From an optimization exercise on the open Yosys and OpenROAD flow, aimed at small area and few clock cycles; shortcuts taken in it are not production practice.
Function was checked by simulation only, so behaviour that the tests miss may differ from the original.
No activity file was given, so power comes from the tool's default toggle rates.

==> inputs of run a <==
// ex_subsystem
module ex_subsystem (
  input  logic                  clk,
  input  logic                  rst,
  input  logic                  in_valid,
  input  rv32i_pkg::rv32i_word  in_pc,
  input  rv32i_pkg::rv32i_word  in_instruction,
  input  rv32i_pkg::rv32i_word  in_rs1_data,
  input  rv32i_pkg::rv32i_word  in_rs2_data,
  output logic                  in_ready,
  output logic                  br_taken,
  output logic [1:0]            pcmux_sel,
  output rv32i_pkg::rv32i_word  alu_out_to_pc,
  input  logic                  mem_ready,
  output logic                  mem_valid,
  output rv32i_pkg::rv32i_word  mem_addr,
  output logic                  mem_read,
  output logic                  mem_write,
  output logic [3:0]            mem_byte_enable,
  output rv32i_pkg::rv32i_word  mem_wdata
);
==> flow/config.mk <==
export PLATFORM = sky130hd
export DESIGN_NAME = ex_subsystem
export DESIGN_NICKNAME = ex_subsystem
export VERILOG_FILES = /design/flow/design.v
export SDC_FILE = /design/flow/constraint.sdc
export NUM_CORES = 4
export LEC_CHECK = 0
export ABC_AREA = 1
export CAP_MARGIN = 20
export CORE_MARGIN = 2
export CORE_UTILIZATION = 40
export SLEW_MARGIN = 20
==> flow/constraint.sdc <==
create_clock -name core_clock -period 10.0 [get_ports {clk}]
set_input_delay 2.0000 -clock core_clock [delete_from_list [all_inputs] [get_ports {clk}]]
set_output_delay 2.0000 -clock core_clock [all_outputs]
set_load 0.01 [all_outputs]
run.sh (not shown) runs the stock make flow with config.mk's settings and CLKGATE_MAP_FILE= SYNTH_SCRIPT=/design/flow/synth_recipe.tcl, a recipe that flattens the netlist after the stock synthesis.
==> inputs of run b, as changes to run a <==
--- a/flow/design.v
+++ b/flow/design.v
@@ -36,56 +36,57 @@
 endmodule
 module ex_cmp32 (
   input  logic [31:0] a,
   input  logic [31:0] b,
   output logic        eq,
   output logic        lt,
   output logic        ltu
 );
-  logic [31:0] gg, pp;
-  logic        g31u, g31s, p31;
-  always_comb begin
-    gg = {1'b0, a[30:0] & ~b[30:0]};
-    pp = {1'b1, ~(a[30:0] ^ b[30:0])};
-    for (int l = 0; l < 5; l++)
-      for (int i = 0; i < 32; i++)
-        if (((i + 1) % (2 << l)) == 0) begin
-          gg[i] = gg[i] | (pp[i] & gg[i - (1 << l)]);
-          pp[i] = pp[i] & pp[i - (1 << l)];
-        end
+  logic [30:0] g, p;
+  logic [3:0]  gc, gp;
+  logic        c, g31u, g31s, p31;
+  assign g = a[30:0] & ~b[30:0];
+  assign p = ~(a[30:0] ^ b[30:0]);
+  always_comb begin
+    for (int k = 0; k < 4; k++) begin
+      gc[k] = 1'b0;
+      gp[k] = 1'b1;
+      for (int i = 8 * k; i < 8 * k + 8 && i < 31; i++) begin
+        gc[k] = g[i] | (p[i] & gc[k]);
+        gp[k] = gp[k] & p[i];
+      end
+    end
+    c = 1'b1;
+    for (int k = 0; k < 4; k++) c = gc[k] | (gp[k] & c);
   end
   assign p31  = ~(a[31] ^ b[31]);
   assign g31u = a[31] & ~b[31];
   assign g31s = ~a[31] & b[31];
-  assign ltu  = !(g31u | (p31 & (gg[31] | pp[31])));
-  assign lt   = !(g31s | (p31 & (gg[31] | pp[31])));
-  assign eq   = p31 & pp[31];
+  assign ltu  = !(g31u | (p31 & c));
+  assign lt   = !(g31s | (p31 & c));
+  assign eq   = p31 & (&gp);
 endmodule
 `timescale 1ns/1ps
 module ex_shift32 (
   input  logic [31:0] x,
   input  logic [4:0]  n,
-  input  logic        left,
   input  logic        fill,
   output logic [31:0] y
 );
   logic [31:0] s [6];
   assign s[0] = x;
   for (genvar k = 0; k < 5; k++) begin : g_stage
+    localparam int SH = 16 >> k;
     for (genvar i = 0; i < 32; i++) begin : g_bit
-      logic l, r;
-      if (i >= (1 << k)) assign l = s[k][i - (1 << k)];
-      else               assign l = 1'b0;
-      if (i + (1 << k) < 32) assign r = s[k][i + (1 << k)];
-      else                   assign r = fill;
-      assign s[k+1][i] = !n[k] ? s[k][i] : left ? l : r;
+      if (i + SH < 32) assign s[k+1][i] = ~(n[4-k] ? s[k][i + SH] : s[k][i]);
+      else             assign s[k+1][i] = ~(n[4-k] ? ((k % 2) ? ~fill : fill) : s[k][i]);
     end
   end
-  assign y = s[5];
+  assign y = ~s[5];
 endmodule
 `timescale 1ns/1ps
 module ex_subsystem (
   input  logic                  clk,
   input  logic                  rst,
   input  logic                  in_valid,
   input  rv32i_pkg::rv32i_word  in_pc,
   input  rv32i_pkg::rv32i_word  in_instruction,
@@ -163,42 +164,46 @@
       3'b001:  br_en = !eq;
       3'b100:  br_en = lt;
       3'b101:  br_en = !lt;
       3'b110:  br_en = ltu;
       3'b111:  br_en = !ltu;
       default: br_en = 1'b0;
     endcase
   end
-  logic [31:0] sh_x, sh_y;
+  logic [31:0] sh_x, sh_y, sh_l;
   logic [4:0]  sh_n;
-  logic        sh_left, sh_fill;
-  assign sh_x    = is_store ? rs2 : rs1;
+  logic        sh_fill;
+  always_comb begin
+    for (int i = 0; i < 32; i++)
+      sh_x[i] = is_store ? rs2[31-i] : f3[2] ? rs1[i] : rs1[31-i];
+    for (int i = 0; i < 32; i++)
+      sh_l[i] = sh_y[31-i];
+  end
   assign sh_n    = is_store ? {sum[1:0], 3'b000} : is_reg ? rs2[4:0] : ins[24:20];
-  assign sh_left = is_store || !f3[2];
-  assign sh_fill = !sh_left && ins[30] && rs1[31];
+  assign sh_fill = !is_store && f3[2] && ins[30] && rs1[31];
   ex_shift32 u_shift (
     .x    (sh_x),
     .n    (sh_n),
-    .left (sh_left),
     .fill (sh_fill),
     .y    (sh_y)
   );
-  logic s_sum, s_sh, s_xor, s_or, s_and, s_slt, s_sltu;
+  logic s_sum, s_sll, s_sr, s_xor, s_or, s_and, s_slt, s_sltu;
   assign s_sum  = in_valid && (!is_arith || f3 == 3'b000);
-  assign s_sh   = in_valid && is_arith && f3[1:0] == 2'b01;
+  assign s_sll  = in_valid && is_arith && f3 == 3'b001;
+  assign s_sr   = in_valid && is_arith && f3 == 3'b101;
   assign s_xor  = in_valid && is_arith && f3 == 3'b100;
   assign s_or   = in_valid && is_arith && f3 == 3'b110;
   assign s_and  = in_valid && is_arith && f3 == 3'b111;
   assign s_slt  = in_valid && is_arith && f3 == 3'b010;
   assign s_sltu = in_valid && is_arith && f3 == 3'b011;
   always_comb begin
-    alu_out_to_pc = ({32{s_sum}} & sum) | ({32{s_sh}} & sh_y) |
+    alu_out_to_pc = ({32{s_sum}} & sum) | ({32{s_sll}} & sh_l) | ({32{s_sr}} & sh_y) |
                     ({32{s_xor || s_or}} & ax) | ({32{s_and || s_or}} & aa);
-    alu_out_to_pc[0] = (s_sum && !is_jalr && sum[0]) | (s_sh && sh_y[0]) |
+    alu_out_to_pc[0] = (s_sum && !is_jalr && sum[0]) | (s_sll && sh_l[0]) | (s_sr && sh_y[0]) |
                        ((s_xor || s_or) && ax[0]) | ((s_and || s_or) && aa[0]) |
                        (s_slt && slt) | (s_sltu && sltu);
   end
   assign br_taken  = in_valid && (is_jal || is_jalr || (is_br && br_en));
   assign pcmux_sel = {br_taken && is_jalr, br_taken && !is_jalr};
   logic [3:0] be;
   assign be = (f3[1] ? 4'b1111 : f3[0] ? 4'b0011 : 4'b0001) << sum[1:0];
   logic        q_st;
@@ -217,12 +222,12 @@
     else if (in_ready)
       mem_valid <= in_valid && (is_load || is_store);
   end
   always_ff @(posedge clk) begin
     if (in_ready) begin
       q_st   <= is_store;
       q_addr <= sum[31:2];
       q_be   <= be;
-      q_data <= sh_y;
+      q_data <= sh_l;
     end
   end
 endmodule
==> flow/flow/run.sh (new file) <==
#!/bin/bash
# The standard layout (standard.sh), with four changes:
#  - synthesis maps with an area-oriented ABC script (flow/abc_area.script,
#    picked through ABC_AREA=1 from a copy of the ORFS scripts folder);
#  - no full/half adder extraction before ABC (ADDER_MAP_FILE empty);
#  - the port buffers are the smallest buffer cell;
#  - clock tree synthesis with clkbuf_8 only and no dummy loads.
# Registers are untouched: ABC runs on the combinational logic only.
set -euo pipefail
here=$(pwd)
rm -rf "$here/own_scripts"
cp -r "$FLOW_HOME/scripts" "$here/own_scripts"
cp "$here/flow/abc_area.script" "$here/own_scripts/abc_area.script"
bash "$here/standard.sh" \
  "SCRIPTS_DIR=$here/own_scripts" \
  "ADDER_MAP_FILE=" \
  "BUFFER_PORTS_ARGS=-buffer_cell sky130_fd_sc_hd__buf_1" \
  "CTS_ARGS=-sink_clustering_enable -repair_clock_nets -buf_list sky130_fd_sc_hd__clkbuf_8 -dont_use_dummy_load" \
  finish > "$here/make_finish.log" 2>&1
==> flow/flow/abc_area.script (new file) <==
strash
dch
amap
topo
==> flow/standard.sh (new file) <==
#!/bin/bash
# synth_recipe.tcl (not shown) runs the flow's synth.tcl, then flattens the netlist and writes it again
# the make line also repeats each setting of config.mk as NAME=value (left out here)
make -C /OpenROAD-flow-scripts/flow DESIGN_CONFIG=/design/flow/config.mk WORK_HOME=/design/flow/orfs CLKGATE_MAP_FILE= SYNTH_SCRIPT=/design/flow/synth_recipe.tcl "${@:-finish}"
CORE_UTILIZATION = 60   (was 40)
CTS_BUF_LIST = sky130_fd_sc_hd__clkbuf_8   (was not set)
removed: flow/run.sh
==> inputs of run c, as changes to run a <==
--- a/flow/design.v
+++ b/flow/design.v
@@ -59,30 +59,26 @@
   assign ltu  = !(g31u | (p31 & (gg[31] | pp[31])));
   assign lt   = !(g31s | (p31 & (gg[31] | pp[31])));
   assign eq   = p31 & pp[31];
 endmodule
 `timescale 1ns/1ps
 module ex_shift32 (
   input  logic [31:0] x,
   input  logic [4:0]  n,
-  input  logic        left,
   input  logic        fill,
   output logic [31:0] y
 );
   logic [31:0] s [6];
   assign s[0] = x;
   for (genvar k = 0; k < 5; k++) begin : g_stage
+    localparam int SH = 16 >> k;
     for (genvar i = 0; i < 32; i++) begin : g_bit
-      logic l, r;
-      if (i >= (1 << k)) assign l = s[k][i - (1 << k)];
-      else               assign l = 1'b0;
-      if (i + (1 << k) < 32) assign r = s[k][i + (1 << k)];
-      else                   assign r = fill;
-      assign s[k+1][i] = !n[k] ? s[k][i] : left ? l : r;
+      if (i + SH < 32) assign s[k+1][i] = n[4-k] ? s[k][i + SH] : s[k][i];
+      else             assign s[k+1][i] = n[4-k] ? fill : s[k][i];
     end
   end
   assign y = s[5];
 endmodule
 `timescale 1ns/1ps
 module ex_subsystem (
   input  logic                  clk,
   input  logic                  rst,
@@ -163,42 +159,46 @@
       3'b001:  br_en = !eq;
       3'b100:  br_en = lt;
       3'b101:  br_en = !lt;
       3'b110:  br_en = ltu;
       3'b111:  br_en = !ltu;
       default: br_en = 1'b0;
     endcase
   end
-  logic [31:0] sh_x, sh_y;
+  logic [31:0] sh_x, sh_y, sh_l;
   logic [4:0]  sh_n;
-  logic        sh_left, sh_fill;
-  assign sh_x    = is_store ? rs2 : rs1;
+  logic        sh_fill;
+  always_comb begin
+    for (int i = 0; i < 32; i++)
+      sh_x[i] = is_store ? rs2[31-i] : f3[2] ? rs1[i] : rs1[31-i];
+    for (int i = 0; i < 32; i++)
+      sh_l[i] = sh_y[31-i];
+  end
   assign sh_n    = is_store ? {sum[1:0], 3'b000} : is_reg ? rs2[4:0] : ins[24:20];
-  assign sh_left = is_store || !f3[2];
-  assign sh_fill = !sh_left && ins[30] && rs1[31];
+  assign sh_fill = !is_store && f3[2] && ins[30] && rs1[31];
   ex_shift32 u_shift (
     .x    (sh_x),
     .n    (sh_n),
-    .left (sh_left),
     .fill (sh_fill),
     .y    (sh_y)
   );
-  logic s_sum, s_sh, s_xor, s_or, s_and, s_slt, s_sltu;
+  logic s_sum, s_sll, s_sr, s_xor, s_or, s_and, s_slt, s_sltu;
   assign s_sum  = in_valid && (!is_arith || f3 == 3'b000);
-  assign s_sh   = in_valid && is_arith && f3[1:0] == 2'b01;
+  assign s_sll  = in_valid && is_arith && f3 == 3'b001;
+  assign s_sr   = in_valid && is_arith && f3 == 3'b101;
   assign s_xor  = in_valid && is_arith && f3 == 3'b100;
   assign s_or   = in_valid && is_arith && f3 == 3'b110;
   assign s_and  = in_valid && is_arith && f3 == 3'b111;
   assign s_slt  = in_valid && is_arith && f3 == 3'b010;
   assign s_sltu = in_valid && is_arith && f3 == 3'b011;
   always_comb begin
-    alu_out_to_pc = ({32{s_sum}} & sum) | ({32{s_sh}} & sh_y) |
+    alu_out_to_pc = ({32{s_sum}} & sum) | ({32{s_sll}} & sh_l) | ({32{s_sr}} & sh_y) |
                     ({32{s_xor || s_or}} & ax) | ({32{s_and || s_or}} & aa);
-    alu_out_to_pc[0] = (s_sum && !is_jalr && sum[0]) | (s_sh && sh_y[0]) |
+    alu_out_to_pc[0] = (s_sum && !is_jalr && sum[0]) | (s_sll && sh_l[0]) | (s_sr && sh_y[0]) |
                        ((s_xor || s_or) && ax[0]) | ((s_and || s_or) && aa[0]) |
                        (s_slt && slt) | (s_sltu && sltu);
   end
   assign br_taken  = in_valid && (is_jal || is_jalr || (is_br && br_en));
   assign pcmux_sel = {br_taken && is_jalr, br_taken && !is_jalr};
   logic [3:0] be;
   assign be = (f3[1] ? 4'b1111 : f3[0] ? 4'b0011 : 4'b0001) << sum[1:0];
   logic        q_st;
@@ -217,12 +217,12 @@
     else if (in_ready)
       mem_valid <= in_valid && (is_load || is_store);
   end
   always_ff @(posedge clk) begin
     if (in_ready) begin
       q_st   <= is_store;
       q_addr <= sum[31:2];
       q_be   <= be;
-      q_data <= sh_y;
+      q_data <= sh_l;
     end
   end
 endmodule
==> flow/flow/run.sh (new file) <==
#!/bin/bash
# The standard layout (standard.sh), with three changes:
#  - synthesis maps with an area-oriented ABC script (flow/abc_area.script,
#    picked through ABC_AREA=1 from a copy of the ORFS scripts folder);
#  - no full/half adder extraction before ABC (ADDER_MAP_FILE empty);
#  - the port buffers are the smallest buffer cell.
# Registers are untouched: ABC runs on the combinational logic only.
set -euo pipefail
here=$(pwd)
rm -rf "$here/own_scripts"
cp -r "$FLOW_HOME/scripts" "$here/own_scripts"
cp "$here/flow/abc_area.script" "$here/own_scripts/abc_area.script"
bash "$here/standard.sh" \
  "SCRIPTS_DIR=$here/own_scripts" \
  "ADDER_MAP_FILE=" \
  "BUFFER_PORTS_ARGS=-buffer_cell sky130_fd_sc_hd__buf_1" \
  finish > "$here/make_finish.log" 2>&1
==> flow/flow/abc_area.script (new file) <==
strash
dch
amap
topo
==> flow/standard.sh (new file) <==
#!/bin/bash
# synth_recipe.tcl (not shown) runs the flow's synth.tcl, then flattens the netlist and writes it again
# the make line also repeats each setting of config.mk as NAME=value (left out here)
make -C /OpenROAD-flow-scripts/flow DESIGN_CONFIG=/design/flow/config.mk WORK_HOME=/design/flow/orfs CLKGATE_MAP_FILE= SYNTH_SCRIPT=/design/flow/synth_recipe.tcl "${@:-finish}"
CORE_UTILIZATION = 60   (was 40)
CTS_BUF_LIST = sky130_fd_sc_hd__clkbuf_8   (was not set)
removed: flow/run.sh
==> qor summary <==
|  | run c | run a | run b |
|---|---|---|---|
| Status | complete, no violations | complete, no violations | complete, no violations |
| Top cell by count, worst path | sky130_fd_sc_hd__nor2_1 | sky130_fd_sc_hd__nand2_1 | sky130_fd_sc_hd__nor2_1 |
| Core Util, Final | 74.22% | 52.68% | 75.45% |
| Clock insertion delay at the later pin of the skew report | 0.38 ns | 0.34 ns | 0.38 ns |
| Worst stage delay on the critical path | 0.38 ns | 0.49 ns | 0.42 ns |
| Post-placement setup slack | -0.001566 ns | 0.1613 ns | 0.3957 ns |
| Core Region | 0.01247 mm2 | 0.02511 mm2 | 0.01201 mm2 |
| Leading cell type in the layout, fill and taps excluded | sky130_fd_sc_hd__buf_1 | sky130_fd_sc_hd__nand2_1 | sky130_fd_sc_hd__buf_1 |
| Flop-to-flop setup slack | 8.32 ns | 8.48 ns | 8.41 ns |
| Nonclk inv count | 131 | 202 | 139 |
| Power spent charging and discharging nets | 0.4496 mW | 0.5971 mW | 0.4352 mW |
| Fraction of layout instances using a drive strength above 1 | 5.475% | 6.233% | 6.012% |
| Tapcells | 172 | 330 | 147 |
| Die width | 116.4 um | 163.6 um | 115.0 um |
| Vias in the first global route | 9361 | 11320 | 9108 |
| LEAKAGE | 2.958 nW | 6.393 nW | 2.889 nW |
| Clock-cell share of area | 1.582% | 2.327% | 1.367% |
| Clock Power Share | 17.9% | 22.0% | 16.8% |
| Complex-gate fraction of the synthesized area | 51.47% | 14.84% | 50.16% |
| Post-Synthesis Cell Area | 0.007580 mm2 | 0.01019 mm2 | 0.007391 mm2 |
| Clock Root Buffer | sky130_fd_sc_hd__clkbuf_8 | sky130_fd_sc_hd__clkbuf_16 | sky130_fd_sc_hd__clkbuf_8 |
| Sw frac | 41.95% | 39.58% | 41.69% |
| Cell area power density | 115.8 mW/mm2 | 114.1 mW/mm2 | 115.2 mW/mm2 |
| Hold slack | 0.9177 ns | 1.056 ns | 0.9409 ns |
| Relative area of non-clock buffer cells in the final design | 12.89% | 19.92% | 12.92% |
| Proportion of cell area occupied by registers | 21.96% | 15.36% | 22.42% |
| Met1 Track Usage GR | 59.44% | 50.46% | 58.13% |
Testbench counts of run a, summed over its fixed seeds: cycles 27,746.
Testbench counts of run b, summed over its fixed seeds: cycles 27,746.
Testbench counts of run c, summed over its fixed seeds: cycles 27,746.

-- re-timing with driven ports --
Ports are ideal in the flow. The routed layouts listed here were re-timed in OpenROAD. Step 1, drivers: a clkbuf_16 drives clk and a buf_2 each remaining input, both assumed. Step 2 times the ports against the registers' clock, not the clock port: input delays grow and output delays shrink by t, the midpoint of the rising clock arrivals with the driver on. Slacks: no drivers / after step 1 / after step 2; pairs: no drivers / after step 1.
run | shift t [ns] | slack for setup (ns) | worst setup path after step 2 | slew at the worst register clock pin (ns) | cell pins on the clock port's net
run a | 0.380 | 0.636 / 0.605 / 0.605 | input to output | 0.07 / 0.07 | 1
run b | 0.408 | 0.439 / 0.418 / 0.418 | input to output | 0.07 / 0.07 | 1
run c | 0.409 | 0.459 / 0.437 / 0.437 | input to output | 0.08 / 0.08 | 1
After both steps setup and hold are still met in every run listed. For run a, which loses most, drivers alone change the setup slack by -0.031 ns; drivers and shift together by -0.031 ns.
